What follows belongs to an exercise in optimizing a design on an open flow for small area and a short achievable clock period; a production flow would make more cautious choices.
Only simulation tests tie the RTL to the original design; equivalence was not proved.

==> run F <==
Design dm_pipelined, start of the top module:
module dm_pipelined #(
  parameter int N   = 7,
  parameter int W   = 32,
  parameter int LAT = 2
) (
  input  logic               clka,
  input  logic               rst,
  input  logic               ena,
  input  logic [dm_pkg::lanes(W)-1:0] wea,
  input  logic [N-1:0]       addra,
  input  logic [W-1:0]       dina,
  output logic [W-1:0]       douta,
  output logic               done
);
==> module dm_pipelined, before the edit <==
module dm_pipelined #(
  parameter int N   = 7,
  parameter int W   = 32,
  parameter int LAT = 2
) (
  input  logic               clka,
  input  logic               rst,
  input  logic               ena,
  input  logic [dm_pkg::lanes(W)-1:0] wea,
  input  logic [N-1:0]       addra,
  input  logic [W-1:0]       dina,
  output logic [W-1:0]       douta,
  output logic               done
);
  localparam int B     = dm_pkg::lanes(W);
  localparam int DEPTH = 2 ** N;
  localparam int PW = W;
  if (LAT < 1 || LAT > dm_pkg::LAT_MAX) begin : g_bad_lat
    $error("dm_pipelined: LAT must be in 1..4");
  end
  if (W % 8 != 0 || W < 8) begin : g_bad_w
    $error("dm_pipelined: W must be a positive multiple of 8");
  end
  logic [W-1:0] r_mem [DEPTH];
  logic          w_ld;
  logic [W-1:0]  w_rd_dat;
  logic [PW-1:0] w_ld_pay;
  logic          w_out_vld;
  logic [PW-1:0] w_out_pay;
  assign w_ld     = ena & ~(|wea);
  assign w_rd_dat = r_mem[addra];
  always_ff @(posedge clka) begin
    if (!rst && ena) begin
      for (int i = 0; i < B; i++) begin
        if (wea[i]) begin
          r_mem[addra][8*i +: 8] <= dina[8*i +: 8];
        end
      end
    end
  end
  assign w_ld_pay = w_rd_dat;
  dm_delay_line #(
    .DEPTH (LAT),
    .PW    (PW)
  ) u_ret (
    .clk   (clka),
    .rst   (rst),
    .i_vld (w_ld),
    .i_dat (w_ld_pay),
    .o_vld (w_out_vld),
    .o_dat (w_out_pay)
  );
  assign done  = w_out_vld;
  assign douta = w_out_pay[W-1:0];
endmodule
clock: 4.2 ns
lec_check: 0
cap_margin: 20
core_margin: 2
core_utilization: 35
slew_margin: 20
run.sh (not shown) runs the stock make flow with config.mk's settings and CLKGATE_MAP_FILE= SYNTH_SCRIPT=/design/flow/synth_recipe.tcl, a recipe that flattens the netlist after the stock synthesis.
==> run C (differences from run F) <==
--- a/flow/design.v
+++ b/flow/design.v
@@ -8,2 +8,8 @@
   endfunction
+  function automatic int rd_np(input int depth);
+    int n1, n2;
+    n1 = (depth + 2) / 3;
+    n2 = (n1 + 3) / 4;
+    rd_np = (n2 + 1) / 2;
+  endfunction
 endpackage
@@ -60,5 +66,5 @@
   localparam int DEPTH = 2 ** N;
-  localparam int PW = W;
-  if (LAT < 1 || LAT > dm_pkg::LAT_MAX) begin : g_bad_lat
-    $error("dm_pipelined: LAT must be in 1..4");
+  localparam int NP    = dm_pkg::rd_np(DEPTH);
+  if (LAT != 2) begin : g_bad_lat
+    $error("dm_pipelined: this implementation supports LAT = 2 only");
   end
@@ -68,14 +74,34 @@
   logic [W-1:0] r_mem [DEPTH];
-  logic          w_ld;
-  logic [W-1:0]  w_rd_dat;
-  logic [PW-1:0] w_ld_pay;
-  logic          w_out_vld;
-  logic [PW-1:0] w_out_pay;
-  assign w_ld     = ena & ~(|wea);
-  assign w_rd_dat = r_mem[addra];
+  logic [DEPTH-1:0] w_rwl;        
+  logic [DEPTH-1:0] w_wwl;        
+  logic [NP-1:0]    w_rd [W];     
+  logic [N-1:0]     r_wa;
+  logic [W-1:0]     r_wd;
+  logic [B-1:0]     r_we;
+  logic [B-1:0]     r_fwe;
+  logic [W-1:0]     r_fwd;
+  logic             r_ld;
+  logic             r_done;
+  logic [NP-1:0]    r_q1 [W];
+  logic [W-1:0]     r_q2;
+  dm_dec #(.N(N)) u_rdec (
+    .i_addr (addra),
+    .o_wl   (w_rwl)
+  );
+  dm_dec #(.N(N)) u_wdec (
+    .i_addr (r_wa),
+    .o_wl   (w_wwl)
+  );
   always_ff @(posedge clka) begin
-    if (!rst && ena) begin
+    r_wa  <= addra;
+    r_wd  <= dina;
+    r_we  <= (ena && !rst) ? wea : '0;
+    r_fwe <= (addra == r_wa) ? r_we : '0;
+    r_fwd <= r_wd;
+  end
+  always_ff @(posedge clka) begin
+    for (int w = 0; w < DEPTH; w++) begin
       for (int i = 0; i < B; i++) begin
-        if (wea[i]) begin
-          r_mem[addra][8*i +: 8] <= dina[8*i +: 8];
+        if (w_wwl[w] && r_we[i]) begin
+          r_mem[w][8*i +: 8] <= r_wd[8*i +: 8];
         end
@@ -84,16 +110,95 @@
   end
-  assign w_ld_pay = w_rd_dat;
-  dm_delay_line #(
-    .DEPTH (LAT),
-    .PW    (PW)
-  ) u_ret (
-    .clk   (clka),
-    .rst   (rst),
-    .i_vld (w_ld),
-    .i_dat (w_ld_pay),
-    .o_vld (w_out_vld),
-    .o_dat (w_out_pay)
-  );
-  assign done  = w_out_vld;
-  assign douta = w_out_pay[W-1:0];
-endmodule
+  for (genvar b = 0; b < W; b++) begin : g_col
+    logic [DEPTH-1:0] w_col;
+    for (genvar w = 0; w < DEPTH; w++) begin : g_w
+      assign w_col[w] = r_mem[w][b];
+    end
+    dm_rd_col #(.DEPTH(DEPTH)) u_col (
+      .i_sel (w_rwl),
+      .i_dat (w_col),
+      .o_pn  (w_rd[b])
+    );
+  end
+  always_ff @(posedge clka or posedge rst) begin
+    if (rst) begin
+      r_ld   <= 1'b0;
+      r_done <= 1'b0;
+    end else begin
+      r_ld   <= ena & ~(|wea);
+      r_done <= r_ld;
+    end
+  end
+  always_ff @(posedge clka) begin
+    for (int b = 0; b < W; b++) begin
+      r_q1[b] <= w_rd[b];
+      r_q2[b] <= r_fwe[b/8] ? r_fwd[b] : ~(&r_q1[b]);
+    end
+  end
+  assign done  = r_done;
+  assign douta = r_q2;
+endmodule
+module dm_rd_col #(
+  parameter int DEPTH = 128
+) (
+  input  logic [DEPTH-1:0]                   i_sel,
+  input  logic [DEPTH-1:0]                   i_dat,
+  output logic [dm_pkg::rd_np(DEPTH)-1:0]     o_pn
+);
+  localparam int N1 = (DEPTH + 2) / 3;    
+  localparam int N2 = (N1 + 3) / 4;       
+  localparam int N3 = dm_pkg::rd_np(DEPTH);
+  logic [N1-1:0] w_l1;
+  logic [N2-1:0] w_l2;
+  for (genvar k = 0; k < N1; k++) begin : g_l1
+    localparam int LO = 3 * k;
+    localparam int HI = (3 * k + 2 < DEPTH) ? 3 * k + 2 : DEPTH - 1;
+    dm_aoi #(.K(HI - LO + 1)) u_g (.a(i_sel[HI:LO]), .b(i_dat[HI:LO]), .y(w_l1[k]));
+  end
+  for (genvar k = 0; k < N2; k++) begin : g_l2
+    localparam int LO = 4 * k;
+    localparam int HI = (4 * k + 3 < N1) ? 4 * k + 3 : N1 - 1;
+    dm_nand #(.K(HI - LO + 1)) u_g (.a(w_l1[HI:LO]), .y(w_l2[k]));
+  end
+  for (genvar k = 0; k < N3; k++) begin : g_l3
+    localparam int LO = 2 * k;
+    localparam int HI = (2 * k + 1 < N2) ? 2 * k + 1 : N2 - 1;
+    dm_nor #(.K(HI - LO + 1)) u_g (.a(w_l2[HI:LO]), .y(o_pn[k]));
+  end
+endmodule
+module dm_dec #(
+  parameter int N = 7
+) (
+  input  logic [N-1:0]    i_addr,
+  output logic [2**N-1:0] o_wl
+);
+  always_comb begin
+    for (int w = 0; w < 2**N; w++) begin
+      o_wl[w] = (i_addr == N'(w));
+    end
+  end
+endmodule
+module dm_aoi #(
+  parameter int K = 3
+) (
+  input  logic [K-1:0] a,
+  input  logic [K-1:0] b,
+  output logic         y
+);
+  assign y = ~|(a & b);
+endmodule
+module dm_nand #(
+  parameter int K = 4
+) (
+  input  logic [K-1:0] a,
+  output logic         y
+);
+  assign y = ~&a;
+endmodule
+module dm_nor #(
+  parameter int K = 4
+) (
+  input  logic [K-1:0] a,
+  output logic         y
+);
+  assign y = ~|a;
+endmodule
CORE_UTILIZATION = 50   (was 35)
CTS_CLUSTER_DIAMETER = 100   (was unset)
CTS_CLUSTER_SIZE = 25   (was unset)
SETUP_SLACK_MARGIN = 2.0   (was unset)
SYNTH_HIERARCHICAL = 1   (was unset)
==> summary.md <==
| Metric | Value |
|---|---|
| Status | no timing/DRC/antenna violations |
| Synth Area in Compound Gates | 9.21% |
| Clock buf count | 358 |
| Top post-synthesis cells by area | edfxtp_1 (81%), a222oi_1 (8.8%), dfxtp_1 (4.0%), and2_1 (2.1%), nand4_1 (1.5%) |
| Sequential cell area | 0.129 mm² |
| Synth cell types | 30 |
| GR Util All Layers | 27.2% |
| Core Box Area | 0.303 mm² |
| Fin nets | 8060 |
| CTS Buf Count | 198 |
Source of the figures above: run C

==> summary.md <==
| Metric | Value |
|---|---|
| CTS Buf Count | 423 |
| Top post-synthesis cells by area | edfxtp_1 (76%), mux4_2 (3.1%), a221oi_1 (2.8%), mux2i_1 (2.6%), mux2_2 (2.0%) |
| Fin nets | 10300 |
| Clock buf count | 529 |
| Status | no timing/DRC/antenna violations |
| Synth cell types | 88 |
| Sequential cell area | 0.125 mm² |
| Synth Area in Compound Gates | 9.51% |
| GR Util All Layers | 25.8% |
Source of the figures above: run F

[port drivers added, routing unchanged]
No port has a modelled driver above. Below, the same layouts with a new extraction and two added sets of constraints.
Step 1 assumes that a clkbuf_16 drives the clock port and a buf_2 every other input.
Step 2, shift: input delay + t, output delay - t, t = (earliest + latest rising clock arrival at the registers) / 2. This alone moves slack from input paths to output paths.
a / b / c = ideal ports / drivers / drivers and shift; a / b = the first two.
run	t (ns)	setup WS [ns]	clock arrival spread, ns	worst register clock-pin slew, ns
run F	1.124	0.656 / 0.698 / -0.426	0.062 / 0.062	0.08 / 0.08
run C	1.006	1.920 / 1.835 / 0.844	0.060 / 0.060	0.11 / 0.11
With both steps, setup timing fails in run F, where it was met with ideal ports. The setup slack of run F, which loses most, moves by +0.042 ns with the drivers and by -1.082 ns with both steps.
